This is an optimization exercise on Yosys and OpenROAD, whose aim is small area, a short achievable clock period and few clock cycles per item, not a production implementation. At most, simulation tests tie the RTL to the original design; equivalence was not proved. Function not checked in run 2: the RTL went through the layout flow alone.

## flow/design.v (module list and top-level ports; edited modules follow where they fit)
// module rcc_div_stage: 224 lines
// module rcc_front: 48 lines
// module rgb_cmyk_color_converter_core: 95 lines
// module rcc_recip: 138 lines
// module rcc_black: 268 lines
// module rcc_mul: 464 lines
module rgb_cmyk_color_converter_core (
  input  logic             clk_i,
  input  logic             rst_ni,
  input  logic             start_i,
  output logic             busy_o,
  input  logic [REQ_W-1:0] req_i,
  output logic             done_o,
  output logic [RES_W-1:0] res_o
);
  // ...
==> flow/run.sh <==
#!/bin/bash
# synth_recipe.tcl (not shown) runs the flow's synth.tcl, then flattens the netlist and writes it again
# the make line also repeats each setting of config.mk as NAME=value (left out here)
make -C /OpenROAD-flow-scripts/flow DESIGN_CONFIG=/design/flow/config.mk WORK_HOME=/design/flow/orfs CLKGATE_MAP_FILE= SYNTH_SCRIPT=/design/flow/synth_recipe.tcl finish
==> flow/config.mk <==
export PLATFORM = sky130hd
export DESIGN_NAME = rgb_cmyk_color_converter_core
export DESIGN_NICKNAME = rgb_cmyk_color_converter_core
export VERILOG_FILES = /design/flow/design.v
export SDC_FILE = /design/flow/constraint.sdc
export NUM_CORES = 4
export LEC_CHECK = 0
export CAP_MARGIN = 20
export CORE_MARGIN = 2
export CORE_UTILIZATION = 40
export SLEW_MARGIN = 20
==> flow/constraint.sdc <==
create_clock -name core_clock -period 8.0 [get_ports {clk_i}]
set_input_delay 1.6000 -clock core_clock [delete_from_list [all_inputs] [get_ports {clk_i}]]
set_output_delay 1.6000 -clock core_clock [all_outputs]
set_load 0.01 [all_outputs]
==> impl_results.md, run 1 <==
- Global route hottest layer: met2
- Commonest non-fill, non-tap cell in the layout: xnor2_1
- Core Util, Final: 45.0%
- Critical path arrival: 7980 ps
- Initial DRT Pass Iterations: 6
- Mux contribution to synthesized area: 1.13%
- # diodes: 1
- Hold Crit Class: flip-flop to flip-flop
- Main combinational cell family by area after synthesis: XOR/XNOR gates
- Met1 Use GR: 33.1%
- Synth Area in XOR/XNOR: 29.7%
- Worst r2r src: p2_q[20]
- Post-route cell area: 58200 um^2
- Gpl congestion: 0.960
- Post-synthesis sequential area ratio: 9.86%
- Total CTS buffers: 38
- Multi-input combinational area share: 76.6%
- Initial antenna violation count: 9
- Clock Skew: 33.2 ps
- Starting Density: 40.3%
- Status: timing/DRC/antenna clean
- Non-filler cells, final: 8905
Testbench counts, summed over its fixed seeds: cycles 16,024, items 16,000.
==> module rgb_cmyk_color_converter_core, before the edit <==
module rgb_cmyk_color_converter_core (
  input  logic             clk_i,
  input  logic             rst_ni,
  input  logic             start_i,
  output logic             busy_o,
  input  logic [REQ_W-1:0] req_i,
  output logic             done_o,
  output logic [RES_W-1:0] res_o
);
  assign busy_o = 1'b0;
  logic [1:0]       f_mode;
  logic             f_bad;
  logic [2:0][13:0] f_a;
  logic [13:0]      f_b;
  logic [7:0]       f_u;
  rcc_front u_front (
    .req_i  (req_i),
    .mode_o (f_mode),
    .bad_o  (f_bad),
    .a_o    (f_a),
    .b_o    (f_b),
    .u_o    (f_u)
  );
  logic             v1_q;
  logic [1:0]       mode1_q;
  logic             bad1_q;
  logic [2:0][13:0] a1_q;
  logic [13:0]      b1_q;
  logic [7:0]       u1_q;
  always_ff @(posedge clk_i or negedge rst_ni) begin
    if (!rst_ni) v1_q <= 1'b0;
    else         v1_q <= start_i;
  end
  always_ff @(posedge clk_i) begin
    mode1_q <= f_mode;
    bad1_q  <= f_bad;
    a1_q    <= f_a;
    b1_q    <= f_b;
    u1_q    <= f_u;
  end
  logic [22:0]      recip, mb;
  logic [2:0][29:0] p;
  rcc_recip u_recip (.i_i(b1_q[6:0]), .r_o(recip));
  assign mb = mode1_q[1] ? {9'b0, b1_q} : recip;
  for (genvar l = 0; l < 3; l++) begin : g_mul
    rcc_mul u_mul (.a_i(a1_q[l]), .b_i(mb), .p_o(p[l]));
  end
  logic             v2_q;
  logic             isb2_q, bad2_q;
  logic [2:0][29:0] p2_q;
  logic [7:0]       u2_q;
  always_ff @(posedge clk_i or negedge rst_ni) begin
    if (!rst_ni) v2_q <= 1'b0;
    else         v2_q <= v1_q;
  end
  always_ff @(posedge clk_i) begin
    isb2_q <= mode1_q[1];
    bad2_q <= bad1_q;
    p2_q   <= p;
    u2_q   <= u1_q;
  end
  logic [2:0][7:0]  qb;
  logic [13:0]      black;
  for (genvar l = 0; l < 3; l++) begin : g_div
    rcc_div_stage u_div (.p_i(p2_q[l][26:0]), .q_o(qb[l]));
  end
  rcc_black u_black (.u_i(u2_q), .k_o(black));
  logic             v3_q, isb3_q, bad3_q;
  logic [2:0][13:0] q3_q;
  logic [13:0]      black3_q;
  always_ff @(posedge clk_i or negedge rst_ni) begin
    if (!rst_ni) v3_q <= 1'b0;
    else         v3_q <= v2_q;
  end
  always_ff @(posedge clk_i) begin
    isb3_q   <= isb2_q;
    bad3_q   <= bad2_q;
    black3_q <= black;
    for (int l = 0; l < 3; l++)
      q3_q[l] <= isb2_q ? {6'b0, qb[l]} : p2_q[l][29:16];
  end
  always_comb begin
    res_o    = '0;
    res_o[0] = bad3_q;
    for (int l = 0; l < 3; l++) begin
      if (isb3_q) begin
        if (!bad3_q) res_o[80 - 8*l -: 8] = q3_q[l][7:0];
      end else begin
        res_o[56 - 14*l -: 14] = q3_q[l];
      end
    end
    res_o[14:1] = black3_q;
  end
  assign done_o = v3_q;
endmodule
==> inputs of run 2 (changes only) <==
--- a/flow/design.v
+++ b/flow/design.v
@@ -5,383 +5,342 @@
   localparam logic [7:0]  BYTE_MAX   = 8'd255;
   localparam logic [19:0] B_DEN      = 20'd390625;
   localparam logic [1:0] MODE_RGB2CMYK = 2'd0;
   localparam logic [1:0] MODE_RGB2CMY  = 2'd1;
   localparam logic [1:0] MODE_CMYK2RGB = 2'd2;
   localparam logic [1:0] MODE_CMY2RGB  = 2'd3;
 endpackage
 module rcc_div_stage (
-  input  logic [26:0] p_i,
+  input  logic [7:0]  qh_i,
+  input  logic [27:0] w_i,
   output logic [7:0]  q_o
 );
-  logic [7:0] qh;
-  logic       nz;
-  wire b1 = p_i[18] ^ p_i[20];
-  wire b2 = p_i[18] & p_i[20];
-  wire b3 = p_i[19] ^ p_i[21] ^ p_i[23];
-  wire b4 = (p_i[19] ^ p_i[21]) ? p_i[23] : p_i[19];
-  wire b5 = p_i[20] ^ p_i[22];
-  wire b6 = p_i[20] & p_i[22];
-  wire b7 = p_i[18] ^ p_i[20];
-  wire b8 = p_i[18] & p_i[20];
-  wire b9 = p_i[19] ^ p_i[21] ^ p_i[23];
-  wire b10 = (p_i[19] ^ p_i[21]) ? p_i[23] : p_i[19];
-  wire b11 = b1 ^ p_i[22] ^ p_i[24];
-  wire b12 = (b1 ^ p_i[22]) ? p_i[24] : b1;
-  wire b13 = b2 ^ b3 ^ p_i[25];
-  wire b14 = (b2 ^ b3) ? p_i[25] : b2;
-  wire b15 = b4 ^ b5 ^ p_i[24];
-  wire b16 = (b4 ^ b5) ? p_i[24] : b4;
-  wire b17 = b6 ^ p_i[21] ^ p_i[23];
-  wire b18 = (b6 ^ p_i[21]) ? p_i[23] : b6;
-  wire b19 = p_i[22] ^ p_i[24];
-  wire b20 = p_i[22] & p_i[24];
-  wire b21 = p_i[18] ^ p_i[20];
-  wire b22 = p_i[18] & p_i[20];
-  wire b23 = p_i[19] ^ p_i[21] ^ p_i[22];
-  wire b24 = (p_i[19] ^ p_i[21]) ? p_i[22] : p_i[19];
-  wire b25 = b7 ^ p_i[22] ^ p_i[23];
-  wire b26 = (b7 ^ p_i[22]) ? p_i[23] : b7;
-  wire b27 = b8 ^ b9 ^ p_i[24];
-  wire b28 = (b8 ^ b9) ? p_i[24] : b8;
-  wire b29 = b10 ^ b11 ^ p_i[25];
-  wire b30 = (b10 ^ b11) ? p_i[25] : b10;
-  wire b31 = b12 ^ b13 ^ p_i[26];
-  wire b32 = (b12 ^ b13) ? p_i[26] : b12;
-  wire b33 = b14 ^ b15 ^ p_i[26];
-  wire b34 = (b14 ^ b15) ? p_i[26] : b14;
-  wire b35 = b16 ^ b17 ^ p_i[25];
-  wire b36 = (b16 ^ b17) ? p_i[25] : b16;
-  wire b37 = b18 ^ b19 ^ p_i[26];
-  wire b38 = (b18 ^ b19) ? p_i[26] : b18;
-  wire b39 = b20 ^ p_i[23] ^ p_i[25];
-  wire b40 = (b20 ^ p_i[23]) ? p_i[25] : b20;
-  wire b41 = p_i[24] ^ p_i[26];
-  wire b42 = p_i[24] & p_i[26];
-  wire [16:0] t_s = {1'b0, p_i[26], b42, b40, b38, b36, b34, b32, b30, b28, b26, b24, b22, b21, p_i[19], p_i[18], p_i[18]};
-  wire [16:0] t_c = {1'b0, 1'b0, p_i[25], b41, b39, b37, b35, b33, b31, b29, b27, b25, b23, p_i[21], p_i[20], p_i[19], 1'b0};
-  wire [16:0] t = t_s + t_c;
-  assign qh = t[15:8];
-  assign nz = |p_i[7:0];
-  wire b43 = p_i[5] ^ ~p_i[13];
-  wire b44 = p_i[5] & ~p_i[13];
-  wire b45 = p_i[6] ^ ~p_i[14];
-  wire b46 = p_i[6] & ~p_i[14];
-  wire b47 = p_i[7] ^ ~p_i[15];
-  wire b48 = p_i[7] & ~p_i[15];
-  wire b49 = p_i[8] ^ ~p_i[16];
-  wire b50 = p_i[8] & ~p_i[16];
-  wire b51 = p_i[9] ^ ~p_i[17] ^ ~qh[0];
-  wire b52 = (p_i[9] ^ ~p_i[17]) ? ~qh[0] : p_i[9];
-  wire b53 = p_i[10] ^ ~p_i[18] ^ ~qh[0];
-  wire b54 = (p_i[10] ^ ~p_i[18]) ? ~qh[0] : p_i[10];
-  wire b55 = ~qh[1] ^ qh[5];
-  wire b56 = ~qh[1] & qh[5];
-  wire b57 = p_i[11] ^ ~p_i[19] ^ ~qh[1];
-  wire b58 = (p_i[11] ^ ~p_i[19]) ? ~qh[1] : p_i[11];
-  wire b59 = ~qh[2] ^ qh[6] ^ 1'b1;
-  wire b60 = (~qh[2] ^ qh[6]) ? 1'b1 : ~qh[2];
-  wire b61 = p_i[12] ^ ~p_i[20] ^ qh[0];
-  wire b62 = (p_i[12] ^ ~p_i[20]) ? qh[0] : p_i[12];
-  wire b63 = ~qh[2] ^ ~qh[3] ^ qh[7];
-  wire b64 = (~qh[2] ^ ~qh[3]) ? qh[7] : ~qh[2];
-  wire b65 = p_i[13] ^ ~p_i[21] ^ qh[1];
-  wire b66 = (p_i[13] ^ ~p_i[21]) ? qh[1] : p_i[13];
-  wire b67 = ~qh[3] ^ ~qh[4];
-  wire b68 = ~qh[3] & ~qh[4];
-  wire b69 = p_i[14] ^ ~p_i[22] ^ qh[2];
-  wire b70 = (p_i[14] ^ ~p_i[22]) ? qh[2] : p_i[14];
-  wire b71 = ~qh[4] ^ ~qh[5];
-  wire b72 = ~qh[4] & ~qh[5];
-  wire b73 = p_i[15] ^ ~p_i[23] ^ qh[3];
-  wire b74 = (p_i[15] ^ ~p_i[23]) ? qh[3] : p_i[15];
-  wire b75 = ~qh[5] ^ ~qh[6];
-  wire b76 = ~qh[5] & ~qh[6];
-  wire b77 = p_i[16] ^ ~p_i[24] ^ qh[4];
-  wire b78 = (p_i[16] ^ ~p_i[24]) ? qh[4] : p_i[16];
-  wire b79 = ~qh[6] ^ ~qh[7];
-  wire b80 = ~qh[6] & ~qh[7];
-  wire b81 = p_i[17] ^ ~p_i[25] ^ qh[0];
-  wire b82 = (p_i[17] ^ ~p_i[25]) ? qh[0] : p_i[17];
-  wire b83 = qh[5] ^ ~qh[7];
-  wire b84 = qh[5] & ~qh[7];
-  wire b85 = p_i[18] ^ ~p_i[26] ^ qh[1];
-  wire b86 = (p_i[18] ^ ~p_i[26]) ? qh[1] : p_i[18];
-  wire b87 = qh[6] ^ 1'b1;
-  wire b88 = qh[6] & 1'b1;
-  wire b89 = p_i[19] ^ ~qh[0] ^ qh[2];
-  wire b90 = (p_i[19] ^ ~qh[0]) ? qh[2] : p_i[19];
-  wire b91 = p_i[20] ^ ~qh[1];
-  wire b92 = p_i[20] & ~qh[1];
-  wire b93 = p_i[21] ^ ~qh[2];
-  wire b94 = p_i[21] & ~qh[2];
-  wire b95 = p_i[22] ^ ~qh[3];
-  wire b96 = p_i[22] & ~qh[3];
-  wire b97 = p_i[23] ^ ~qh[4];
-  wire b98 = p_i[23] & ~qh[4];
-  wire b99 = p_i[24] ^ ~qh[5];
-  wire b100 = p_i[24] & ~qh[5];
-  wire b101 = p_i[0] ^ ~p_i[8];
-  wire b102 = p_i[0] & ~p_i[8];
-  wire b103 = p_i[1] ^ ~p_i[9];
-  wire b104 = p_i[1] & ~p_i[9];
-  wire b105 = p_i[2] ^ ~p_i[10];
-  wire b106 = p_i[2] & ~p_i[10];
-  wire b107 = p_i[3] ^ ~p_i[11];
-  wire b108 = p_i[3] & ~p_i[11];
-  wire b109 = p_i[4] ^ ~p_i[12];
-  wire b110 = p_i[4] & ~p_i[12];
-  wire b111 = b43 ^ qh[0] ^ ~qh[5];
-  wire b112 = (b43 ^ qh[0]) ? ~qh[5] : b43;
-  wire b113 = b44 ^ b45 ^ qh[1];
-  wire b114 = (b44 ^ b45) ? qh[1] : b44;
-  wire b115 = b46 ^ b47 ^ qh[2];
-  wire b116 = (b46 ^ b47) ? qh[2] : b46;
-  wire b117 = b48 ^ b49 ^ qh[3];
-  wire b118 = (b48 ^ b49) ? qh[3] : b48;
-  wire b119 = b50 ^ b51 ^ qh[4];
-  wire b120 = (b50 ^ b51) ? qh[4] : b50;
-  wire b121 = b52 ^ b53 ^ b55;
-  wire b122 = (b52 ^ b53) ? b55 : b52;
-  wire b123 = b54 ^ b56 ^ b57;
-  wire b124 = (b54 ^ b56) ? b57 : b54;
-  wire b125 = b58 ^ b60 ^ b61;
-  wire b126 = (b58 ^ b60) ? b61 : b58;
-  wire b127 = b62 ^ b64 ^ b65;
-  wire b128 = (b62 ^ b64) ? b65 : b62;
-  wire b129 = b66 ^ b68 ^ b69;
-  wire b130 = (b66 ^ b68) ? b69 : b66;
-  wire b131 = b70 ^ b72 ^ b73;
-  wire b132 = (b70 ^ b72) ? b73 : b70;
-  wire b133 = b74 ^ b76 ^ b77;
-  wire b134 = (b74 ^ b76) ? b77 : b74;
-  wire b135 = b78 ^ b80 ^ b81;
-  wire b136 = (b78 ^ b80) ? b81 : b78;
-  wire b137 = b82 ^ b84 ^ b85;
-  wire b138 = (b82 ^ b84) ? b85 : b82;
-  wire b139 = b86 ^ b88 ^ b89;
-  wire b140 = (b86 ^ b88) ? b89 : b86;
-  wire b141 = b90 ^ b91 ^ qh[3];
-  wire b142 = (b90 ^ b91) ? qh[3] : b90;
-  wire b143 = b92 ^ b93 ^ qh[4];
-  wire b144 = (b92 ^ b93) ? qh[4] : b92;
-  wire b145 = b94 ^ b95 ^ qh[5];
-  wire b146 = (b94 ^ b95) ? qh[5] : b94;
-  wire b147 = b96 ^ b97 ^ qh[6];
-  wire b148 = (b96 ^ b97) ? qh[6] : b96;
-  wire b149 = b98 ^ b99 ^ qh[7];
-  wire b150 = (b98 ^ b99) ? qh[7] : b98;
-  wire b151 = b100 ^ p_i[25] ^ ~qh[6];
-  wire b152 = (b100 ^ p_i[25]) ? ~qh[6] : b100;
-  wire b153 = p_i[26] ^ ~qh[7];
-  wire b154 = p_i[26] & ~qh[7];
-  wire b155 = b101 ^ ~nz;
-  wire b156 = b101 & ~nz;
-  wire b157 = b102 ^ b103 ^ ~qh[1];
-  wire b158 = (b102 ^ b103) ? ~qh[1] : b102;
-  wire b159 = b104 ^ b105 ^ ~qh[2];
-  wire b160 = (b104 ^ b105) ? ~qh[2] : b104;
-  wire b161 = b106 ^ b107 ^ ~qh[3];
-  wire b162 = (b106 ^ b107) ? ~qh[3] : b106;
-  wire b163 = b108 ^ b109 ^ ~qh[4];
-  wire b164 = (b108 ^ b109) ? ~qh[4] : b108;
-  wire b165 = b110 ^ b111 ^ 1'b1;
-  wire b166 = (b110 ^ b111) ? 1'b1 : b110;
-  wire b167 = b112 ^ b113 ^ ~qh[6];
-  wire b168 = (b112 ^ b113) ? ~qh[6] : b112;
-  wire b169 = b114 ^ b115 ^ ~qh[7];
-  wire b170 = (b114 ^ b115) ? ~qh[7] : b114;
-  wire b171 = b116 ^ b117 ^ 1'b1;
-  wire b172 = (b116 ^ b117) ? 1'b1 : b116;
-  wire b173 = b118 ^ b119 ^ 1'b1;
-  wire b174 = (b118 ^ b119) ? 1'b1 : b118;
-  wire b175 = b120 ^ b121 ^ 1'b1;
-  wire b176 = (b120 ^ b121) ? 1'b1 : b120;
-  wire b177 = b122 ^ b123 ^ b59;
-  wire b178 = (b122 ^ b123) ? b59 : b122;
-  wire b179 = b124 ^ b125 ^ b63;
-  wire b180 = (b124 ^ b125) ? b63 : b124;
-  wire b181 = b126 ^ b127 ^ b67;
-  wire b182 = (b126 ^ b127) ? b67 : b126;
-  wire b183 = b128 ^ b129 ^ b71;
-  wire b184 = (b128 ^ b129) ? b71 : b128;
-  wire b185 = b130 ^ b131 ^ b75;
-  wire b186 = (b130 ^ b131) ? b75 : b130;
-  wire b187 = b132 ^ b133 ^ b79;
-  wire b188 = (b132 ^ b133) ? b79 : b132;
-  wire b189 = b134 ^ b135 ^ b83;
-  wire b190 = (b134 ^ b135) ? b83 : b134;
-  wire b191 = b136 ^ b137 ^ b87;
-  wire b192 = (b136 ^ b137) ? b87 : b136;
-  wire b193 = b138 ^ b139 ^ qh[7];
-  wire b194 = (b138 ^ b139) ? qh[7] : b138;
-  wire b195 = b140 ^ b141 ^ 1'b1;
-  wire b196 = (b140 ^ b141) ? 1'b1 : b140;
-  wire b197 = b142 ^ b143 ^ 1'b1;
-  wire b198 = (b142 ^ b143) ? 1'b1 : b142;
-  wire b199 = b144 ^ b145 ^ 1'b1;
-  wire b200 = (b144 ^ b145) ? 1'b1 : b144;
-  wire b201 = b146 ^ b147 ^ 1'b1;
-  wire b202 = (b146 ^ b147) ? 1'b1 : b146;
-  wire b203 = b148 ^ b149 ^ 1'b1;
-  wire b204 = (b148 ^ b149) ? 1'b1 : b148;
-  wire b205 = b150 ^ b151 ^ 1'b1;
-  wire b206 = (b150 ^ b151) ? 1'b1 : b150;
-  wire b207 = b152 ^ b153 ^ 1'b1;
-  wire b208 = (b152 ^ b153) ? 1'b1 : b152;
-  wire [27:0] e_s = {b208, b206, b204, b202, b200, b198, b196, b194, b192, b190, b188, b186, b184, b182, b180, b178, b176, b174, b172, b170, b168, b166, b164, b162, b160, b158, b156, b155};
-  wire [27:0] e_c = {b154, b207, b205, b203, b201, b199, b197, b195, b193, b191, b189, b187, b185, b183, b181, b179, b177, b175, b173, b171, b169, b167, b165, b163, b161, b159, b157, ~qh[0]};
+  wire e1 = w_i[11] ^ qh_i[6];
+  wire e2 = w_i[11] & qh_i[6];
+  wire e3 = w_i[12] ^ qh_i[7] ^ qh_i[3];
+  wire e4 = (w_i[12] ^ qh_i[7]) ? qh_i[3] : w_i[12];
+  wire e5 = w_i[13] ^ qh_i[4];
+  wire e6 = w_i[13] & qh_i[4];
+  wire e7 = w_i[14] ^ qh_i[5];
+  wire e8 = w_i[14] & qh_i[5];
+  wire e9 = w_i[15] ^ qh_i[6];
+  wire e10 = w_i[15] & qh_i[6];
+  wire e11 = w_i[16] ^ qh_i[7];
+  wire e12 = w_i[16] & qh_i[7];
+  wire e13 = w_i[17] ^ qh_i[6];
+  wire e14 = w_i[17] & qh_i[6];
+  wire e15 = w_i[18] ^ qh_i[7];
+  wire e16 = w_i[18] & qh_i[7];
+  wire e17 = w_i[9] ^ qh_i[4];
+  wire e18 = w_i[9] & qh_i[4];
+  wire e19 = w_i[10] ^ qh_i[5] ^ qh_i[1];
+  wire e20 = (w_i[10] ^ qh_i[5]) ? qh_i[1] : w_i[10];
+  wire e21 = e1 ^ qh_i[2] ^ qh_i[0];
+  wire e22 = (e1 ^ qh_i[2]) ? qh_i[0] : e1;
+  wire e23 = e2 ^ e3 ^ qh_i[1];
+  wire e24 = (e2 ^ e3) ? qh_i[1] : e2;
+  wire e25 = e4 ^ e5 ^ qh_i[2];
+  wire e26 = (e4 ^ e5) ? qh_i[2] : e4;
+  wire e27 = e6 ^ e7 ^ qh_i[3];
+  wire e28 = (e6 ^ e7) ? qh_i[3] : e6;
+  wire e29 = e8 ^ e9 ^ qh_i[4];
+  wire e30 = (e8 ^ e9) ? qh_i[4] : e8;
+  wire e31 = e10 ^ e11 ^ qh_i[5];
+  wire e32 = (e10 ^ e11) ? qh_i[5] : e10;
+  wire e33 = e12 ^ e13 ^ qh_i[0];
+  wire e34 = (e12 ^ e13) ? qh_i[0] : e12;
+  wire e35 = e14 ^ e15 ^ qh_i[1];
+  wire e36 = (e14 ^ e15) ? qh_i[1] : e14;
+  wire e37 = e16 ^ w_i[19] ^ qh_i[2];
+  wire e38 = (e16 ^ w_i[19]) ? qh_i[2] : e16;
+  wire e39 = w_i[20] ^ qh_i[3];
+  wire e40 = w_i[20] & qh_i[3];
+  wire e41 = w_i[21] ^ qh_i[4];
+  wire e42 = w_i[21] & qh_i[4];
+  wire e43 = w_i[22] ^ qh_i[5];
+  wire e44 = w_i[22] & qh_i[5];
+  wire e45 = w_i[23] ^ qh_i[6];
+  wire e46 = w_i[23] & qh_i[6];
+  wire e47 = w_i[24] ^ qh_i[7];
+  wire e48 = w_i[24] & qh_i[7];
+  wire e49 = w_i[0] ^ ~qh_i[0];
+  wire e50 = w_i[0] & ~qh_i[0];
+  wire e51 = w_i[1] ^ ~qh_i[1];
+  wire e52 = w_i[1] & ~qh_i[1];
+  wire e53 = w_i[2] ^ ~qh_i[2];
+  wire e54 = w_i[2] & ~qh_i[2];
+  wire e55 = w_i[3] ^ ~qh_i[3];
+  wire e56 = w_i[3] & ~qh_i[3];
+  wire e57 = w_i[4] ^ ~qh_i[4];
+  wire e58 = w_i[4] & ~qh_i[4];
+  wire e59 = w_i[5] ^ ~qh_i[5] ^ qh_i[0];
+  wire e60 = (w_i[5] ^ ~qh_i[5]) ? qh_i[0] : w_i[5];
+  wire e61 = w_i[6] ^ ~qh_i[6] ^ qh_i[1];
+  wire e62 = (w_i[6] ^ ~qh_i[6]) ? qh_i[1] : w_i[6];
+  wire e63 = w_i[7] ^ ~qh_i[7] ^ qh_i[2];
+  wire e64 = (w_i[7] ^ ~qh_i[7]) ? qh_i[2] : w_i[7];
+  wire e65 = w_i[8] ^ qh_i[3] ^ 1'b1;
+  wire e66 = (w_i[8] ^ qh_i[3]) ? 1'b1 : w_i[8];
+  wire e67 = e17 ^ qh_i[0] ^ 1'b1;
+  wire e68 = (e17 ^ qh_i[0]) ? 1'b1 : e17;
+  wire e69 = e18 ^ e19 ^ 1'b1;
+  wire e70 = (e18 ^ e19) ? 1'b1 : e18;
+  wire e71 = e20 ^ e21 ^ 1'b1;
+  wire e72 = (e20 ^ e21) ? 1'b1 : e20;
+  wire e73 = e22 ^ e23 ^ 1'b1;
+  wire e74 = (e22 ^ e23) ? 1'b1 : e22;
+  wire e75 = e24 ^ e25 ^ 1'b1;
+  wire e76 = (e24 ^ e25) ? 1'b1 : e24;
+  wire e77 = e26 ^ e27 ^ 1'b1;
+  wire e78 = (e26 ^ e27) ? 1'b1 : e26;
+  wire e79 = e28 ^ e29 ^ 1'b1;
+  wire e80 = (e28 ^ e29) ? 1'b1 : e28;
+  wire e81 = e30 ^ e31 ^ 1'b1;
+  wire e82 = (e30 ^ e31) ? 1'b1 : e30;
+  wire e83 = e32 ^ e33 ^ 1'b1;
+  wire e84 = (e32 ^ e33) ? 1'b1 : e32;
+  wire e85 = e34 ^ e35 ^ 1'b1;
+  wire e86 = (e34 ^ e35) ? 1'b1 : e34;
+  wire e87 = e36 ^ e37 ^ ~qh_i[0];
+  wire e88 = (e36 ^ e37) ? ~qh_i[0] : e36;
+  wire e89 = e38 ^ e39 ^ ~qh_i[1];
+  wire e90 = (e38 ^ e39) ? ~qh_i[1] : e38;
+  wire e91 = e40 ^ e41 ^ ~qh_i[2];
+  wire e92 = (e40 ^ e41) ? ~qh_i[2] : e40;
+  wire e93 = e42 ^ e43 ^ ~qh_i[3];
+  wire e94 = (e42 ^ e43) ? ~qh_i[3] : e42;
+  wire e95 = e44 ^ e45 ^ ~qh_i[4];
+  wire e96 = (e44 ^ e45) ? ~qh_i[4] : e44;
+  wire e97 = e46 ^ e47 ^ ~qh_i[5];
+  wire e98 = (e46 ^ e47) ? ~qh_i[5] : e46;
+  wire e99 = e48 ^ w_i[25] ^ ~qh_i[6];
+  wire e100 = (e48 ^ w_i[25]) ? ~qh_i[6] : e48;
+  wire e101 = w_i[26] ^ ~qh_i[7];
+  wire e102 = w_i[26] & ~qh_i[7];
+  wire e103 = w_i[27] ^ 1'b1;
+  wire e104 = w_i[27] & 1'b1;
+  wire [27:0] e_s = {e102, e100, e98, e96, e94, e92, e90, e88, e86, e84, e82, e80, e78, e76, e74, e72, e70, e68, e66, e64, e62, e60, e58, e56, e54, e52, e50, e49};
+  wire [27:0] e_c = {e103, e101, e99, e97, e95, e93, e91, e89, e87, e85, e83, e81, e79, e77, e75, e73, e71, e69, e67, e65, e63, e61, e59, e57, e55, e53, e51, 1'b1};
   wire [27:0] e = e_s + e_c;
-  assign q_o = qh + {7'b0, !e[27]};
+  assign q_o = qh_i + {7'b0, !e[27]};
 endmodule
 import rcc_pkg::*;
-module rcc_front (
+module rcc_front_a (
   input  logic [REQ_W-1:0] req_i,
   output logic [1:0]       mode_o,
   output logic             bad_o,
-  output logic [2:0][13:0] a_o,
-  output logic [13:0]      b_o,
-  output logic [7:0]       u_o
+  output logic [2:0][7:0]  rgb_o,
+  output logic [2:0]       ge_o,     
+  output logic [2:0]       sh_o,
+  output logic [2:0][13:0] x_o,
+  output logic [13:0]      y_o
 );
   logic [1:0]       req_type;
   logic [2:0][7:0]  rgb;
   logic [2:0][13:0] cmy;
   logic [13:0]      black_in;
-  logic [7:0]       mx, den, dn;
-  logic [2:0]       sh;
-  logic [7:0]       n;
+  logic [7:0]       any;
   logic             cmy_over, k_over;
   assign {req_type, rgb[0], rgb[1], rgb[2], cmy[0], cmy[1], cmy[2], black_in} = req_i;
   always_comb begin
-    mx = (rgb[0] >= rgb[1]) ? rgb[0] : rgb[1];
-    if (rgb[2] > mx) mx = rgb[2];
     cmy_over = (cmy[0] > FULL_SCALE) || (cmy[1] > FULL_SCALE) || (cmy[2] > FULL_SCALE);
     k_over   = black_in > FULL_SCALE;
     mode_o = req_type;
     bad_o  = ((req_type == MODE_CMYK2RGB) && (cmy_over || k_over)) ||
              ((req_type == MODE_CMY2RGB) && cmy_over);
-    den = (req_type == MODE_RGB2CMYK) ? mx : BYTE_MAX;
-    casez (den)
-      8'b1???????: sh = 3'd0;
-      8'b01??????: sh = 3'd1;
-      8'b001?????: sh = 3'd2;
-      8'b0001????: sh = 3'd3;
-      8'b00001???: sh = 3'd4;
-      8'b000001??: sh = 3'd5;
-      8'b0000001?: sh = 3'd6;
-      default:     sh = 3'd7;
+    rgb_o  = rgb;
+    ge_o   = {rgb[0] >= rgb[1], rgb[0] >= rgb[2], rgb[1] >= rgb[2]};
+    any = (req_type == MODE_RGB2CMYK) ? (rgb[0] | rgb[1] | rgb[2]) : 8'hff;
+    casez (any)
+      8'b1???????: sh_o = 3'd0;
+      8'b01??????: sh_o = 3'd1;
+      8'b001?????: sh_o = 3'd2;
+      8'b0001????: sh_o = 3'd3;
+      8'b00001???: sh_o = 3'd4;
+      8'b000001??: sh_o = 3'd5;
+      8'b0000001?: sh_o = 3'd6;
+      default:     sh_o = 3'd7;
     endcase
-    dn = den << sh;
+    for (int l = 0; l < 3; l++) x_o[l] = FULL_SCALE - cmy[l];
+    y_o = (req_type == MODE_CMYK2RGB) ? FULL_SCALE - black_in : FULL_SCALE;
+  end
+endmodule
+module rcc_front_b (
+  input  logic [1:0]       mode_i,
+  input  logic [2:0][7:0]  rgb_i,
+  input  logic [2:0]       ge_i,
+  input  logic [2:0]       sh_i,
+  input  logic [2:0][13:0] x_i,
+  input  logic [13:0]      y_i,
+  output logic [2:0][13:0] a_o,
+  output logic [22:0]      b_o,
+  output logic [7:0]       u_o
+);
+  logic [7:0]  mx, den, dn, n;
+  logic [22:0] recip;
+  rcc_recip u_recip (.i_i(dn[6:0]), .r_o(recip));
+  always_comb begin
+    if (ge_i[2] && ge_i[1]) mx = rgb_i[0];
+    else if (ge_i[0])       mx = rgb_i[1];
+    else                    mx = rgb_i[2];
+    den = (mode_i == MODE_RGB2CMYK) ? mx : BYTE_MAX;
+    dn  = den << sh_i;
     for (int l = 0; l < 3; l++) begin
-      n = den - rgb[l];
-      if (!req_type[1]) a_o[l] = {6'b0, n << sh};
-      else              a_o[l] = FULL_SCALE - cmy[l];
+      n = den - rgb_i[l];
+      if (!mode_i[1]) a_o[l] = {6'b0, n << sh_i};
+      else            a_o[l] = x_i[l];
     end
-    if (!req_type[1])                   b_o = {7'b0, dn[6:0]};
-    else if (req_type == MODE_CMYK2RGB) b_o = FULL_SCALE - black_in;
-    else                                b_o = FULL_SCALE;
-    u_o = (req_type == MODE_RGB2CMYK) ? BYTE_MAX - mx : 8'd0;
+    b_o = mode_i[1] ? {9'b0, y_i} : recip;
+    u_o = (mode_i == MODE_RGB2CMYK) ? BYTE_MAX - mx : 8'd0;
   end
 endmodule
 import rcc_pkg::*;
 module rgb_cmyk_color_converter_core (
   input  logic             clk_i,
   input  logic             rst_ni,
   input  logic             start_i,
   output logic             busy_o,
   input  logic [REQ_W-1:0] req_i,
   output logic             done_o,
   output logic [RES_W-1:0] res_o
 );
   assign busy_o = 1'b0;
   logic [1:0]       f_mode;
   logic             f_bad;
-  logic [2:0][13:0] f_a;
-  logic [13:0]      f_b;
-  logic [7:0]       f_u;
-  rcc_front u_front (
+  logic [2:0][7:0]  f_rgb;
+  logic [2:0]       f_ge, f_sh;
+  logic [2:0][13:0] f_x;
+  logic [13:0]      f_y;
+  rcc_front_a u_front_a (
     .req_i  (req_i),
     .mode_o (f_mode),
     .bad_o  (f_bad),
-    .a_o    (f_a),
-    .b_o    (f_b),
-    .u_o    (f_u)
+    .rgb_o  (f_rgb),
+    .ge_o   (f_ge),
+    .sh_o   (f_sh),
+    .x_o    (f_x),
+    .y_o    (f_y)
   );
   logic             v1_q;
   logic [1:0]       mode1_q;
   logic             bad1_q;
-  logic [2:0][13:0] a1_q;
-  logic [13:0]      b1_q;
-  logic [7:0]       u1_q;
+  logic [2:0][7:0]  rgb1_q;
+  logic [2:0]       ge1_q, sh1_q;
+  logic [2:0][13:0] x1_q;
+  logic [13:0]      y1_q;
   always_ff @(posedge clk_i or negedge rst_ni) begin
     if (!rst_ni) v1_q <= 1'b0;
     else         v1_q <= start_i;
   end
   always_ff @(posedge clk_i) begin
     mode1_q <= f_mode;
     bad1_q  <= f_bad;
-    a1_q    <= f_a;
-    b1_q    <= f_b;
-    u1_q    <= f_u;
+    rgb1_q  <= f_rgb;
+    ge1_q   <= f_ge;
+    sh1_q   <= f_sh;
+    x1_q    <= f_x;
+    y1_q    <= f_y;
   end
-  logic [22:0]      recip, mb;
-  logic [2:0][29:0] p;
-  rcc_recip u_recip (.i_i(b1_q[6:0]), .r_o(recip));
-  assign mb = mode1_q[1] ? {9'b0, b1_q} : recip;
-  for (genvar l = 0; l < 3; l++) begin : g_mul
-    rcc_mul u_mul (.a_i(a1_q[l]), .b_i(mb), .p_o(p[l]));
-  end
-  logic             v2_q;
-  logic             isb2_q, bad2_q;
-  logic [2:0][29:0] p2_q;
+  logic [2:0][13:0] g_a;
+  logic [22:0]      g_b;
+  logic [7:0]       g_u;
+  rcc_front_b u_front_b (
+    .mode_i (mode1_q),
+    .rgb_i  (rgb1_q),
+    .ge_i   (ge1_q),
+    .sh_i   (sh1_q),
+    .x_i    (x1_q),
+    .y_i    (y1_q),
+    .a_o    (g_a),
+    .b_o    (g_b),
+    .u_o    (g_u)
+  );
+  logic             v2_q, isb2_q, bad2_q;
+  logic [2:0][13:0] a2_q;
+  logic [22:0]      b2_q;
   logic [7:0]       u2_q;
   always_ff @(posedge clk_i or negedge rst_ni) begin
     if (!rst_ni) v2_q <= 1'b0;
     else         v2_q <= v1_q;
   end
   always_ff @(posedge clk_i) begin
     isb2_q <= mode1_q[1];
     bad2_q <= bad1_q;
-    p2_q   <= p;
-    u2_q   <= u1_q;
+    a2_q   <= g_a;
+    b2_q   <= g_b;
+    u2_q   <= g_u;
   end
-  logic [2:0][7:0]  qb;
+  logic [2:0][29:0] p;
   logic [13:0]      black;
-  for (genvar l = 0; l < 3; l++) begin : g_div
-    rcc_div_stage u_div (.p_i(p2_q[l][26:0]), .q_o(qb[l]));
+  for (genvar l = 0; l < 3; l++) begin : g_mul
+    rcc_mul u_mul (.a_i(a2_q[l]), .b_i(b2_q), .p_o(p[l]));
   end
   rcc_black u_black (.u_i(u2_q), .k_o(black));
   logic             v3_q, isb3_q, bad3_q;
-  logic [2:0][13:0] q3_q;
+  logic [2:0][29:0] p3_q;
   logic [13:0]      black3_q;
   always_ff @(posedge clk_i or negedge rst_ni) begin
     if (!rst_ni) v3_q <= 1'b0;
     else         v3_q <= v2_q;
   end
   always_ff @(posedge clk_i) begin
     isb3_q   <= isb2_q;
     bad3_q   <= bad2_q;
+    p3_q     <= p;
     black3_q <= black;
+  end
+  logic [2:0][7:0]  qh;
+  logic [2:0][27:0] w;
+  for (genvar l = 0; l < 3; l++) begin : g_qest
+    rcc_qest u_qest (.p_i(p3_q[l][26:0]), .qh_o(qh[l]), .w_o(w[l]));
+  end
+  logic             v4_q, isb4_q, bad4_q;
+  logic [2:0][7:0]  qh4_q;
+  logic [2:0][27:0] w4_q;
+  logic [13:0]      black4_q;
+  always_ff @(posedge clk_i or negedge rst_ni) begin
+    if (!rst_ni) v4_q <= 1'b0;
+    else         v4_q <= v3_q;
+  end
+  always_ff @(posedge clk_i) begin
+    isb4_q   <= isb3_q;
+    bad4_q   <= bad3_q;
+    qh4_q    <= qh;
+    black4_q <= black3_q;
     for (int l = 0; l < 3; l++)
-      q3_q[l] <= isb2_q ? {6'b0, qb[l]} : p2_q[l][29:16];
+      w4_q[l] <= isb3_q ? w[l] : {14'b0, p3_q[l][29:16]};
+  end
+  logic [2:0][7:0]  qb;
+  logic [RES_W-1:0] res_d, res_q;
+  logic             v5_q;
+  for (genvar l = 0; l < 3; l++) begin : g_qfix
+    rcc_div_stage u_qfix (.qh_i(qh4_q[l]), .w_i(w4_q[l]), .q_o(qb[l]));
   end
   always_comb begin
-    res_o    = '0;
-    res_o[0] = bad3_q;
+    res_d    = '0;
+    res_d[0] = bad4_q;
     for (int l = 0; l < 3; l++) begin
-      if (isb3_q) begin
-        if (!bad3_q) res_o[80 - 8*l -: 8] = q3_q[l][7:0];
+      if (isb4_q) begin
+        if (!bad4_q) res_d[80 - 8*l -: 8] = qb[l];
       end else begin
-        res_o[56 - 14*l -: 14] = q3_q[l];
+        res_d[56 - 14*l -: 14] = w4_q[l][13:0];
       end
     end
-    res_o[14:1] = black3_q;
+    res_d[14:1] = black4_q;
+  end
+  always_ff @(posedge clk_i or negedge rst_ni) begin
+    if (!rst_ni) v5_q <= 1'b0;
+    else         v5_q <= v4_q;
   end
-  assign done_o = v3_q;
+  always_ff @(posedge clk_i) begin
+    res_q <= res_d;
+  end
+  assign done_o = v5_q;
+  assign res_o  = res_q;
 endmodule
 module rcc_recip (
   input  logic [6:0]  i_i,
   output logic [22:0] r_o
 );
   always_comb begin
     case (i_i)
       7'd0: r_o = 23'd5120000;
@@ -515,279 +474,106 @@
       default: r_o = 23'd0;
     endcase
   end
 endmodule
 module rcc_black (
   input  logic [7:0]  u_i,
   output logic [13:0] k_o
 );
-  logic [5:0] f;
-  always_comb begin
-    case (u_i)
-      8'd0: f = 6'd0;
-      8'd1: f = 6'd0;
-      8'd2: f = 6'd0;
-      8'd3: f = 6'd0;
-      8'd4: f = 6'd0;
-      8'd5: f = 6'd1;
-      8'd6: f = 6'd1;
-      8'd7: f = 6'd1;
-      8'd8: f = 6'd1;
-      8'd9: f = 6'd1;
-      8'd10: f = 6'd2;
-      8'd11: f = 6'd2;
-      8'd12: f = 6'd2;
-      8'd13: f = 6'd2;
-      8'd14: f = 6'd3;
-      8'd15: f = 6'd3;
-      8'd16: f = 6'd3;
-      8'd17: f = 6'd3;
-      8'd18: f = 6'd3;
-      8'd19: f = 6'd4;
-      8'd20: f = 6'd4;
-      8'd21: f = 6'd4;
-      8'd22: f = 6'd4;
-      8'd23: f = 6'd4;
-      8'd24: f = 6'd5;
-      8'd25: f = 6'd5;
-      8'd26: f = 6'd5;
-      8'd27: f = 6'd5;
-      8'd28: f = 6'd6;
-      8'd29: f = 6'd6;
-      8'd30: f = 6'd6;
-      8'd31: f = 6'd6;
-      8'd32: f = 6'd6;
-      8'd33: f = 6'd7;
-      8'd34: f = 6'd7;
-      8'd35: f = 6'd7;
-      8'd36: f = 6'd7;
-      8'd37: f = 6'd7;
-      8'd38: f = 6'd8;
-      8'd39: f = 6'd8;
-      8'd40: f = 6'd8;
-      8'd41: f = 6'd8;
-      8'd42: f = 6'd9;
-      8'd43: f = 6'd9;
-      8'd44: f = 6'd9;
-      8'd45: f = 6'd9;
-      8'd46: f = 6'd9;
-      8'd47: f = 6'd10;
-      8'd48: f = 6'd10;
-      8'd49: f = 6'd10;
-      8'd50: f = 6'd10;
-      8'd51: f = 6'd11;
-      8'd52: f = 6'd11;
-      8'd53: f = 6'd11;
-      8'd54: f = 6'd11;
-      8'd55: f = 6'd11;
-      8'd56: f = 6'd12;
-      8'd57: f = 6'd12;
-      8'd58: f = 6'd12;
-      8'd59: f = 6'd12;
-      8'd60: f = 6'd12;
-      8'd61: f = 6'd13;
-      8'd62: f = 6'd13;
-      8'd63: f = 6'd13;
-      8'd64: f = 6'd13;
-      8'd65: f = 6'd14;
-      8'd66: f = 6'd14;
-      8'd67: f = 6'd14;
-      8'd68: f = 6'd14;
-      8'd69: f = 6'd14;
-      8'd70: f = 6'd15;
-      8'd71: f = 6'd15;
-      8'd72: f = 6'd15;
-      8'd73: f = 6'd15;
-      8'd74: f = 6'd15;
-      8'd75: f = 6'd16;
-      8'd76: f = 6'd16;
-      8'd77: f = 6'd16;
-      8'd78: f = 6'd16;
-      8'd79: f = 6'd17;
-      8'd80: f = 6'd17;
-      8'd81: f = 6'd17;
-      8'd82: f = 6'd17;
-      8'd83: f = 6'd17;
-      8'd84: f = 6'd18;
-      8'd85: f = 6'd18;
-      8'd86: f = 6'd18;
-      8'd87: f = 6'd18;
-      8'd88: f = 6'd18;
-      8'd89: f = 6'd19;
-      8'd90: f = 6'd19;
-      8'd91: f = 6'd19;
-      8'd92: f = 6'd19;
-      8'd93: f = 6'd20;
-      8'd94: f = 6'd20;
-      8'd95: f = 6'd20;
-      8'd96: f = 6'd20;
-      8'd97: f = 6'd20;
-      8'd98: f = 6'd21;
-      8'd99: f = 6'd21;
-      8'd100: f = 6'd21;
-      8'd101: f = 6'd21;
-      8'd102: f = 6'd22;
-      8'd103: f = 6'd22;
-      8'd104: f = 6'd22;
-      8'd105: f = 6'd22;
-      8'd106: f = 6'd22;
-      8'd107: f = 6'd23;
-      8'd108: f = 6'd23;
-      8'd109: f = 6'd23;
-      8'd110: f = 6'd23;
-      8'd111: f = 6'd23;
-      8'd112: f = 6'd24;
-      8'd113: f = 6'd24;
-      8'd114: f = 6'd24;
-      8'd115: f = 6'd24;
-      8'd116: f = 6'd25;
-      8'd117: f = 6'd25;
-      8'd118: f = 6'd25;
-      8'd119: f = 6'd25;
-      8'd120: f = 6'd25;
-      8'd121: f = 6'd26;
-      8'd122: f = 6'd26;
-      8'd123: f = 6'd26;
-      8'd124: f = 6'd26;
-      8'd125: f = 6'd26;
-      8'd126: f = 6'd27;
-      8'd127: f = 6'd27;
-      8'd128: f = 6'd27;
-      8'd129: f = 6'd27;
-      8'd130: f = 6'd28;
-      8'd131: f = 6'd28;
-      8'd132: f = 6'd28;
-      8'd133: f = 6'd28;
-      8'd134: f = 6'd28;
-      8'd135: f = 6'd29;
-      8'd136: f = 6'd29;
-      8'd137: f = 6'd29;
-      8'd138: f = 6'd29;
-      8'd139: f = 6'd29;
-      8'd140: f = 6'd30;
-      8'd141: f = 6'd30;
-      8'd142: f = 6'd30;
-      8'd143: f = 6'd30;
-      8'd144: f = 6'd31;
-      8'd145: f = 6'd31;
-      8'd146: f = 6'd31;
-      8'd147: f = 6'd31;
-      8'd148: f = 6'd31;
-      8'd149: f = 6'd32;
-      8'd150: f = 6'd32;
-      8'd151: f = 6'd32;
-      8'd152: f = 6'd32;
-      8'd153: f = 6'd33;
-      8'd154: f = 6'd33;
-      8'd155: f = 6'd33;
-      8'd156: f = 6'd33;
-      8'd157: f = 6'd33;
-      8'd158: f = 6'd34;
-      8'd159: f = 6'd34;
-      8'd160: f = 6'd34;
-      8'd161: f = 6'd34;
-      8'd162: f = 6'd34;
-      8'd163: f = 6'd35;
-      8'd164: f = 6'd35;
-      8'd165: f = 6'd35;
-      8'd166: f = 6'd35;
-      8'd167: f = 6'd36;
-      8'd168: f = 6'd36;
-      8'd169: f = 6'd36;
-      8'd170: f = 6'd36;
-      8'd171: f = 6'd36;
-      8'd172: f = 6'd37;
-      8'd173: f = 6'd37;
-      8'd174: f = 6'd37;
-      8'd175: f = 6'd37;
-      8'd176: f = 6'd37;
-      8'd177: f = 6'd38;
-      8'd178: f = 6'd38;
-      8'd179: f = 6'd38;
-      8'd180: f = 6'd38;
-      8'd181: f = 6'd39;
-      8'd182: f = 6'd39;
-      8'd183: f = 6'd39;
-      8'd184: f = 6'd39;
-      8'd185: f = 6'd39;
-      8'd186: f = 6'd40;
-      8'd187: f = 6'd40;
-      8'd188: f = 6'd40;
-      8'd189: f = 6'd40;
-      8'd190: f = 6'd40;
-      8'd191: f = 6'd41;
-      8'd192: f = 6'd41;
-      8'd193: f = 6'd41;
-      8'd194: f = 6'd41;
-      8'd195: f = 6'd42;
-      8'd196: f = 6'd42;
-      8'd197: f = 6'd42;
-      8'd198: f = 6'd42;
-      8'd199: f = 6'd42;
-      8'd200: f = 6'd43;
-      8'd201: f = 6'd43;
-      8'd202: f = 6'd43;
-      8'd203: f = 6'd43;
-      8'd204: f = 6'd44;
-      8'd205: f = 6'd44;
-      8'd206: f = 6'd44;
-      8'd207: f = 6'd44;
-      8'd208: f = 6'd44;
-      8'd209: f = 6'd45;
-      8'd210: f = 6'd45;
-      8'd211: f = 6'd45;
-      8'd212: f = 6'd45;
-      8'd213: f = 6'd45;
-      8'd214: f = 6'd46;
-      8'd215: f = 6'd46;
-      8'd216: f = 6'd46;
-      8'd217: f = 6'd46;
-      8'd218: f = 6'd47;
-      8'd219: f = 6'd47;
-      8'd220: f = 6'd47;
-      8'd221: f = 6'd47;
-      8'd222: f = 6'd47;
-      8'd223: f = 6'd48;
-      8'd224: f = 6'd48;
-      8'd225: f = 6'd48;
-      8'd226: f = 6'd48;
-      8'd227: f = 6'd48;
-      8'd228: f = 6'd49;
-      8'd229: f = 6'd49;
-      8'd230: f = 6'd49;
-      8'd231: f = 6'd49;
-      8'd232: f = 6'd50;
-      8'd233: f = 6'd50;
-      8'd234: f = 6'd50;
-      8'd235: f = 6'd50;
-      8'd236: f = 6'd50;
-      8'd237: f = 6'd51;
-      8'd238: f = 6'd51;
-      8'd239: f = 6'd51;
-      8'd240: f = 6'd51;
-      8'd241: f = 6'd51;
-      8'd242: f = 6'd52;
-      8'd243: f = 6'd52;
-      8'd244: f = 6'd52;
-      8'd245: f = 6'd52;
-      8'd246: f = 6'd53;
-      8'd247: f = 6'd53;
-      8'd248: f = 6'd53;
-      8'd249: f = 6'd53;
-      8'd250: f = 6'd53;
-      8'd251: f = 6'd54;
-      8'd252: f = 6'd54;
-      8'd253: f = 6'd54;
-      8'd254: f = 6'd54;
-      8'd255: f = 6'd55;
-      default: f = 6'd0;
-    endcase
-    k_o = 14'(u_i) * 14'd39 + 14'(f);
-  end
+  wire k1 = u_i[7] ^ ~u_i[5];
+  wire k2 = u_i[7] & ~u_i[5];
+  wire k3 = ~u_i[6] ^ u_i[3];
+  wire k4 = ~u_i[6] & u_i[3];
+  wire k5 = ~u_i[7] ^ u_i[4];
+  wire k6 = ~u_i[7] & u_i[4];
+  wire k7 = ~u_i[5] ^ u_i[2];
+  wire k8 = ~u_i[5] & u_i[2];
+  wire k9 = ~u_i[6] ^ u_i[3];
+  wire k10 = ~u_i[6] & u_i[3];
+  wire k11 = ~u_i[7] ^ u_i[4];
+  wire k12 = ~u_i[7] & u_i[4];
+  wire k13 = u_i[5] ^ ~u_i[3];
+  wire k14 = u_i[5] & ~u_i[3];
+  wire k15 = u_i[6] ^ ~u_i[4];
+  wire k16 = u_i[6] & ~u_i[4];
+  wire k17 = u_i[7] ^ ~u_i[5];
+  wire k18 = u_i[7] & ~u_i[5];
+  wire k19 = ~u_i[6] ^ ~u_i[3];
+  wire k20 = ~u_i[6] & ~u_i[3];
+  wire k21 = ~u_i[7] ^ ~u_i[4];
+  wire k22 = ~u_i[7] & ~u_i[4];
+  wire k23 = ~u_i[5] ^ u_i[2];
+  wire k24 = ~u_i[5] & u_i[2];
+  wire k25 = ~u_i[6] ^ u_i[3];
+  wire k26 = ~u_i[6] & u_i[3];
+  wire k27 = ~u_i[7] ^ u_i[4];
+  wire k28 = ~u_i[7] & u_i[4];
+  wire k29 = u_i[5] ^ ~u_i[3] ^ u_i[0];
+  wire k30 = (u_i[5] ^ ~u_i[3]) ? u_i[0] : u_i[5];
+  wire k31 = u_i[6] ^ ~u_i[4] ^ u_i[1];
+  wire k32 = (u_i[6] ^ ~u_i[4]) ? u_i[1] : u_i[6];
+  wire k33 = k1 ^ u_i[2] ^ u_i[0];
+  wire k34 = (k1 ^ u_i[2]) ? u_i[0] : k1;
+  wire k35 = k2 ^ k3 ^ u_i[1];
+  wire k36 = (k2 ^ k3) ? u_i[1] : k2;
+  wire k37 = k4 ^ k5 ^ u_i[2];
+  wire k38 = (k4 ^ k5) ? u_i[2] : k4;
+  wire k39 = k6 ^ u_i[5];
+  wire k40 = k6 & u_i[5];
+  wire k41 = u_i[6] ^ u_i[4];
+  wire k42 = u_i[6] & u_i[4];
+  wire k43 = u_i[7] ^ u_i[5];
+  wire k44 = u_i[7] & u_i[5];
+  wire k45 = k7 ^ ~u_i[0];
+  wire k46 = k7 & ~u_i[0];
+  wire k47 = k8 ^ k9 ^ ~u_i[1];
+  wire k48 = (k8 ^ k9) ? ~u_i[1] : k8;
+  wire k49 = k10 ^ k11 ^ ~u_i[2];
+  wire k50 = (k10 ^ k11) ? ~u_i[2] : k10;
+  wire k51 = k12 ^ k13 ^ ~u_i[0];
+  wire k52 = (k12 ^ k13) ? ~u_i[0] : k12;
+  wire k53 = k14 ^ k15 ^ ~u_i[1];
+  wire k54 = (k14 ^ k15) ? ~u_i[1] : k14;
+  wire k55 = k16 ^ k17 ^ ~u_i[2];
+  wire k56 = (k16 ^ k17) ? ~u_i[2] : k16;
+  wire k57 = k18 ^ k19 ^ u_i[0];
+  wire k58 = (k18 ^ k19) ? u_i[0] : k18;
+  wire k59 = k20 ^ k21 ^ u_i[1];
+  wire k60 = (k20 ^ k21) ? u_i[1] : k20;
+  wire k61 = k22 ^ k23 ^ ~u_i[0];
+  wire k62 = (k22 ^ k23) ? ~u_i[0] : k22;
+  wire k63 = k24 ^ k25 ^ ~u_i[1];
+  wire k64 = (k24 ^ k25) ? ~u_i[1] : k24;
+  wire k65 = k26 ^ k27 ^ ~u_i[2];
+  wire k66 = (k26 ^ k27) ? ~u_i[2] : k26;
+  wire k67 = k28 ^ k29 ^ 1'b1;
+  wire k68 = (k28 ^ k29) ? 1'b1 : k28;
+  wire k69 = k30 ^ k31 ^ 1'b1;
+  wire k70 = (k30 ^ k31) ? 1'b1 : k30;
+  wire k71 = k32 ^ k33 ^ 1'b1;
+  wire k72 = (k32 ^ k33) ? 1'b1 : k32;
+  wire k73 = k34 ^ k35 ^ 1'b1;
+  wire k74 = (k34 ^ k35) ? 1'b1 : k34;
+  wire k75 = k36 ^ k37 ^ 1'b1;
+  wire k76 = (k36 ^ k37) ? 1'b1 : k36;
+  wire k77 = k38 ^ k39 ^ u_i[3];
+  wire k78 = (k38 ^ k39) ? u_i[3] : k38;
+  wire k79 = k40 ^ k41 ^ 1'b1;
+  wire k80 = (k40 ^ k41) ? 1'b1 : k40;
+  wire k81 = k42 ^ k43 ^ 1'b1;
+  wire k82 = (k42 ^ k43) ? 1'b1 : k42;
+  wire k83 = k44 ^ u_i[6] ^ 1'b1;
+  wire k84 = (k44 ^ u_i[6]) ? 1'b1 : k44;
+  wire k85 = u_i[7] ^ 1'b1;
+  wire k86 = u_i[7] & 1'b1;
+  wire [26:0] k_s = {k86, k84, k82, k80, k78, k76, k74, k72, k70, k68, k66, k64, k62, k60, k58, k56, k54, k52, k50, k48, k46, k45, ~u_i[4], ~u_i[3], ~u_i[2], ~u_i[1], ~u_i[0]};
+  wire [26:0] k_c = {1'b1, k85, k83, k81, k79, k77, k75, k73, k71, k69, k67, k65, k63, k61, k59, k57, k55, k53, k51, k49, k47, 1'b1, u_i[1], u_i[0], 1'b0, 1'b0, 1'b1};
+  wire [26:0] k = k_s + k_c;
+  assign k_o = k[26:13];
 endmodule
 module rcc_mul (
   input  logic [13:0] a_i,
   input  logic [22:0] b_i,
   output logic [29:0] p_o
 );
   logic [13:0][22:0] pp;
   always_comb begin
@@ -1243,8 +1029,114 @@
   wire t446 = (t390 ^ t391) ? pp[7][21] : t390;
   wire t447 = t392 ^ pp[7][22];
   wire t448 = t392 & pp[7][22];
   wire [29:0] p_s = {t446, t444, t442, t440, t438, t436, t434, t432, t430, t428, t426, t424, t422, t420, t418, t416, t414, t412, t410, t408, t406, t404, t402, t400, t398, t396, t394, t393, pp[0][1], pp[0][0]};
   wire [29:0] p_c = {t447, t445, t443, t441, t439, t437, t435, t433, t431, t429, t427, t425, t423, t421, t419, t417, t415, t413, t411, t409, t407, t405, t403, t401, t399, t397, t395, pp[2][0], pp[1][0], 1'b0};
   wire [29:0] p = p_s + p_c;
   assign p_o = p;
 endmodule
+module rcc_qest (
+  input  logic [26:0] p_i,
+  output logic [7:0]  qh_o,
+  output logic [27:0] w_o
+);
+  logic nz;
+  assign nz = |p_i[7:0];
+  wire b1 = p_i[18] ^ p_i[20];
+  wire b2 = p_i[18] & p_i[20];
+  wire b3 = p_i[19] ^ p_i[21] ^ p_i[23];
+  wire b4 = (p_i[19] ^ p_i[21]) ? p_i[23] : p_i[19];
+  wire b5 = p_i[20] ^ p_i[22];
+  wire b6 = p_i[20] & p_i[22];
+  wire b7 = p_i[18] ^ p_i[20];
+  wire b8 = p_i[18] & p_i[20];
+  wire b9 = p_i[19] ^ p_i[21] ^ p_i[23];
+  wire b10 = (p_i[19] ^ p_i[21]) ? p_i[23] : p_i[19];
+  wire b11 = b1 ^ p_i[22] ^ p_i[24];
+  wire b12 = (b1 ^ p_i[22]) ? p_i[24] : b1;
+  wire b13 = b2 ^ b3 ^ p_i[25];
+  wire b14 = (b2 ^ b3) ? p_i[25] : b2;
+  wire b15 = b4 ^ b5 ^ p_i[24];
+  wire b16 = (b4 ^ b5) ? p_i[24] : b4;
+  wire b17 = b6 ^ p_i[21] ^ p_i[23];
+  wire b18 = (b6 ^ p_i[21]) ? p_i[23] : b6;
+  wire b19 = p_i[22] ^ p_i[24];
+  wire b20 = p_i[22] & p_i[24];
+  wire b21 = p_i[18] ^ p_i[20];
+  wire b22 = p_i[18] & p_i[20];
+  wire b23 = p_i[19] ^ p_i[21] ^ p_i[22];
+  wire b24 = (p_i[19] ^ p_i[21]) ? p_i[22] : p_i[19];
+  wire b25 = b7 ^ p_i[22] ^ p_i[23];
+  wire b26 = (b7 ^ p_i[22]) ? p_i[23] : b7;
+  wire b27 = b8 ^ b9 ^ p_i[24];
+  wire b28 = (b8 ^ b9) ? p_i[24] : b8;
+  wire b29 = b10 ^ b11 ^ p_i[25];
+  wire b30 = (b10 ^ b11) ? p_i[25] : b10;
+  wire b31 = b12 ^ b13 ^ p_i[26];
+  wire b32 = (b12 ^ b13) ? p_i[26] : b12;
+  wire b33 = b14 ^ b15 ^ p_i[26];
+  wire b34 = (b14 ^ b15) ? p_i[26] : b14;
+  wire b35 = b16 ^ b17 ^ p_i[25];
+  wire b36 = (b16 ^ b17) ? p_i[25] : b16;
+  wire b37 = b18 ^ b19 ^ p_i[26];
+  wire b38 = (b18 ^ b19) ? p_i[26] : b18;
+  wire b39 = b20 ^ p_i[23] ^ p_i[25];
+  wire b40 = (b20 ^ p_i[23]) ? p_i[25] : b20;
+  wire b41 = p_i[24] ^ p_i[26];
+  wire b42 = p_i[24] & p_i[26];
+  wire [16:0] t_s = {1'b0, p_i[26], b42, b40, b38, b36, b34, b32, b30, b28, b26, b24, b22, b21, p_i[19], p_i[18], p_i[18]};
+  wire [16:0] t_c = {1'b0, 1'b0, p_i[25], b41, b39, b37, b35, b33, b31, b29, b27, b25, b23, p_i[21], p_i[20], p_i[19], 1'b0};
+  wire [16:0] t = t_s + t_c;
+  wire b43 = p_i[0] ^ ~p_i[8];
+  wire b44 = p_i[0] & ~p_i[8];
+  wire b45 = p_i[1] ^ ~p_i[9];
+  wire b46 = p_i[1] & ~p_i[9];
+  wire b47 = p_i[2] ^ ~p_i[10];
+  wire b48 = p_i[2] & ~p_i[10];
+  wire b49 = p_i[3] ^ ~p_i[11];
+  wire b50 = p_i[3] & ~p_i[11];
+  wire b51 = p_i[4] ^ ~p_i[12];
+  wire b52 = p_i[4] & ~p_i[12];
+  wire b53 = b43 ^ ~nz;
+  wire b54 = b43 & ~nz;
+  wire b55 = b44 ^ b45 ^ 1'b1;
+  wire b56 = (b44 ^ b45) ? 1'b1 : b44;
+  wire b57 = b46 ^ b47 ^ 1'b1;
+  wire b58 = (b46 ^ b47) ? 1'b1 : b46;
+  wire b59 = b48 ^ b49 ^ 1'b1;
+  wire b60 = (b48 ^ b49) ? 1'b1 : b48;
+  wire b61 = b50 ^ b51 ^ 1'b1;
+  wire b62 = (b50 ^ b51) ? 1'b1 : b50;
+  wire b63 = b52 ^ p_i[5] ^ ~p_i[13];
+  wire b64 = (b52 ^ p_i[5]) ? ~p_i[13] : b52;
+  wire b65 = p_i[6] ^ ~p_i[14];
+  wire b66 = p_i[6] & ~p_i[14];
+  wire b67 = p_i[7] ^ ~p_i[15];
+  wire b68 = p_i[7] & ~p_i[15];
+  wire b69 = p_i[8] ^ ~p_i[16];
+  wire b70 = p_i[8] & ~p_i[16];
+  wire b71 = p_i[9] ^ ~p_i[17] ^ 1'b1;
+  wire b72 = (p_i[9] ^ ~p_i[17]) ? 1'b1 : p_i[9];
+  wire b73 = p_i[10] ^ ~p_i[18];
+  wire b74 = p_i[10] & ~p_i[18];
+  wire b75 = p_i[11] ^ ~p_i[19] ^ 1'b1;
+  wire b76 = (p_i[11] ^ ~p_i[19]) ? 1'b1 : p_i[11];
+  wire b77 = p_i[12] ^ ~p_i[20];
+  wire b78 = p_i[12] & ~p_i[20];
+  wire b79 = p_i[13] ^ ~p_i[21];
+  wire b80 = p_i[13] & ~p_i[21];
+  wire b81 = p_i[14] ^ ~p_i[22];
+  wire b82 = p_i[14] & ~p_i[22];
+  wire b83 = p_i[15] ^ ~p_i[23];
+  wire b84 = p_i[15] & ~p_i[23];
+  wire b85 = p_i[16] ^ ~p_i[24];
+  wire b86 = p_i[16] & ~p_i[24];
+  wire b87 = p_i[17] ^ ~p_i[25] ^ 1'b1;
+  wire b88 = (p_i[17] ^ ~p_i[25]) ? 1'b1 : p_i[17];
+  wire b89 = p_i[18] ^ ~p_i[26];
+  wire b90 = p_i[18] & ~p_i[26];
+  wire [27:0] w_s = {1'b1, p_i[26], p_i[25], p_i[24], p_i[23], p_i[22], p_i[21], p_i[20], b90, b88, b86, b84, b82, b80, b78, b76, b74, b72, b70, b68, b66, b64, b62, b60, b58, b56, b54, b53};
+  wire [27:0] w_c = {1'b0, 1'b1, 1'b1, 1'b1, 1'b1, 1'b1, 1'b1, 1'b1, p_i[19], b89, b87, b85, b83, b81, b79, b77, b75, b73, b71, b69, b67, b65, b63, b61, b59, b57, b55, 1'b1};
+  wire [27:0] w = w_s + w_c;
+  assign qh_o = t[15:8];
+  assign w_o = w;
+endmodule
==> run 2 against run 1 <==
  * Critical path depth is 3 lower
  * Still clean on timing, DRC and antenna
  * Maximum frequency is 24% higher
  * Critical path type is now flip-flop to flip-flop
  * Core utilization is 1.1 points lower
  * Sequential cell count is 224 higher
  * Global-route usage is 2.8 points lower
==> impl_results.md, run 2 <==
- Yosys cell types: 99 (was 92)
- Worst r2r src: a2_q[29] (was p2_q[20])
- Largest register FFs: 90 (unchanged)
- Seq cells post-synth: 480 (was 256)
- Row cnt: 141 (was 132)
- Mapped Avg Cell Area: 7.88 um^2 (was 7.45 um^2)
- First-pass GRT wire length: 273000 um (was 265000 um)
- Max stage delay on crit path: 940 ps (was 570 ps)
- Area contributors post-synth: xnor2_1 17%, dfxtp_1 16%, ha_1 12% (was xnor2_1 22%, ha_1 11%, maj3_1 11%)
- TritonCTS clock tree: yes (unchanged)
- Gpl congestion: 0.982 (was 0.960)
- Pre-CTS setup slack: 1930 ps (was 18.1 ps)
- CP required: 8540 ps (was 8470 ps)
- Hold Crit Class: flip-flop to flip-flop (unchanged)
- Core area: 148000 um^2 (was 129000 um^2)
- Critical Path Start: a2_q[29] (was req_i[66])
- Crit Path Category: flip-flop to flip-flop (was input pin to flip-flop)
- Post-route ant nets: 0 (unchanged)
- Clock Skew: 92.7 ps (was 33.2 ps)
- Synth Instances: 7569 (was 6999)
- Post-CTS Resized: 0 (was 2)
- Initial DRT Pass Iterations: 6 (unchanged)
- Clk pin slew, worst setup/hold paths: 60 ps (was 70 ps)
- Post-synthesis sequential area ratio: 16.2% (was 9.86%)
- Starting Density: 40.3% (about the same)
- Largest net degree at the start of global routing: 93 (was 80)
- EDFF count, synth: 0 (unchanged)
- Ys Warns: 5 (unchanged)
- Max-cap violations: 0 (unchanged)
- Status: timing/DRC/antenna clean (unchanged)
- Max Slew Vio Count: 0 (unchanged)
- Critical-path top delay cell: dfxtp_1 (was o31ai_1)
- Hold Fails Final Rpt: 0 (unchanged)
- Final worst slack: 1930 ps (was 491 ps)
- Ys flop type: dfxtp_1 (unchanged)
- Fmax: 165 MHz (was 133 MHz)
- DRT iter0 DRCs: 4022 (was 3442)
- Initial antenna violation count: 2 (was 9)
- Total CTS buffers: 57 (was 38)
- Commonest non-fill, non-tap cell in the layout: xnor2_1 (unchanged)
- Via-to-Cell Ratio: 5.45 (was 5.47)
- Min Tclk post-route: 6070 ps (was 7510 ps)
- Die area: 152000 um^2 (was 133000 um^2)
- CP Launch Type: flip-flop (was input pin)
- Critical path arrival: 6610 ps (was 7980 ps)
- Cell taking the most area after synthesis: xnor2_1 (unchanged)
- Async S/R FF share, synth: 1.04% (was 1.17%)
- Clk buf depth: 3 (unchanged)
## run 2: cell count changes after synthesis, moves of 45 or more
cell     delta
maj3_1     -51
xnor2_1   -115
inv_1     +164
buf_2      +47
a21o_1     +84
ha_1      +121
dfxtp_1   +222
xor2_1     -45
nor2_1     -56
## run 2: logic make-up (layout without fill, tap and decap cells)
family | Yosys count | count (layout) | share of synthesized area, %
simple gates | 2101 | 2101 | 15.8
flops | 480 | 480 | 16.2
xor+xnor | 1609 | 1609 | 24.5
other cells | 1 | 3 | 0.00629
compound gates | 1310 | 1310 | 14.1
buf+inv | 844 | 848 | 5.74
mux | 65 | 65 | 1.26
fa+ha+maj | 1159 | 1159 | 22.5
## run 2: routing by layer
| layer | track usage, % | part of all wire, % | up-vias |
|---|---|---|---|
| met5 | 0 | 0 | - |
| li1 | - | - | 25600 |
| met3 | 2.76 | 6.7 | 362 |
| met4 | 8.08 | 3.7 | 0 |
| met1 | 29.3 | 45 | 24200 |
| met2 | 36.9 | 45 | 1676 |
## run 2: area by class of cell
class                      instances  area, um^2
antenna                            2        5.00
clock buffer                      74        1570
clock inverter                    32         438
fill                           14800       82900
inverter                         485        1820
multi-input combinational       6245       46600
sequential                       480        9650
tap                             1930        2410
timing repair buffer             257        2390
## run 2: stage by stage
| stage | hold WS, ps | std cells | area (um^2) | utilization (%) |
|---|---|---|---|---|
| 3_3_place_gp | 310 | 9397 | 62900 | 42.5 |
| 5_1_grt | 333 | 9505 | 64900 | 43.9 |
| 3_5_place_dp | 312 | 9397 | 62900 | 42.5 |
| 6_report | 324 | 9505 | 64900 | 43.9 |
| 2_1_floorplan | 310 | 7569 | 59600 | - |
| 4_1_cts | 326 | 9503 | 64900 | 43.9 |
## run 2: final timing paths
path | endpoint | slack (ps)
hold reg to reg | res_q[9] | 320
min in group asynchronous | v4_q | 1140
setup / recovery | p3_q[88] | 1930
hold / removal | res_q[9] | 320
max in group asynchronous | v1_q | 6670
setup reg to reg | p3_q[88] | 1930
## run 2: critical path: cells and delay by family (launching register included)
| kind | cells | cell delay (ps) |
|---|---|---|
| XOR/XNOR | 4 | 1250 |
| AO/OA/AOI/OAI | 8 | 1460 |
| adder cells (fa/ha/maj) | 3 | 960 |
| AND/OR/NAND/NOR | 5 | 1250 |
| flip-flops | 1 | 940 |
| buffers and inverters | 1 | 70 |

-- static timing again, ports no longer ideal --
How much do the figures lean on ideal ports? The routed layouts below were timed once more, with nothing changed but the port constraints. Step 1 (the two cells are an assumption about what drives the block):
set clk [get_ports {clk_i}]
set_driving_cell -lib_cell sky130_fd_sc_hd__clkbuf_16 $clk
set_driving_cell -lib_cell sky130_fd_sc_hd__buf_2 [delete_from_list [all_inputs] $clk]
Step 2 adds t to the input delays and takes it off the output delays; t is the mean of the earliest and latest rising clock arrival at the registers after step 1. Input paths then give back, and output paths get back, about the clock's delay inside the block. Slacks: ideal / step 1 / step 2; pairs: ideal / step 1.
run	shift t [ns]	setup slack, ns	hold slack, ns	clock arrival spread, ns	slew at the worst register clock pin (ns)
run 1	0.673	0.491 / 0.548 / -0.125	0.327 / 0.327 / 0.327	0.034 / 0.034	0.07 / 0.07
run 2	0.722	1.933 / 1.933 / 1.933	0.324 / 0.324 / 0.324	0.098 / 0.098	0.08 / 0.08
Met with ideal ports but missed after step 2: setup timing in run 1. For run 1, which loses most, drivers alone change the setup slack by +0.057 ns; drivers and shift together by -0.616 ns.
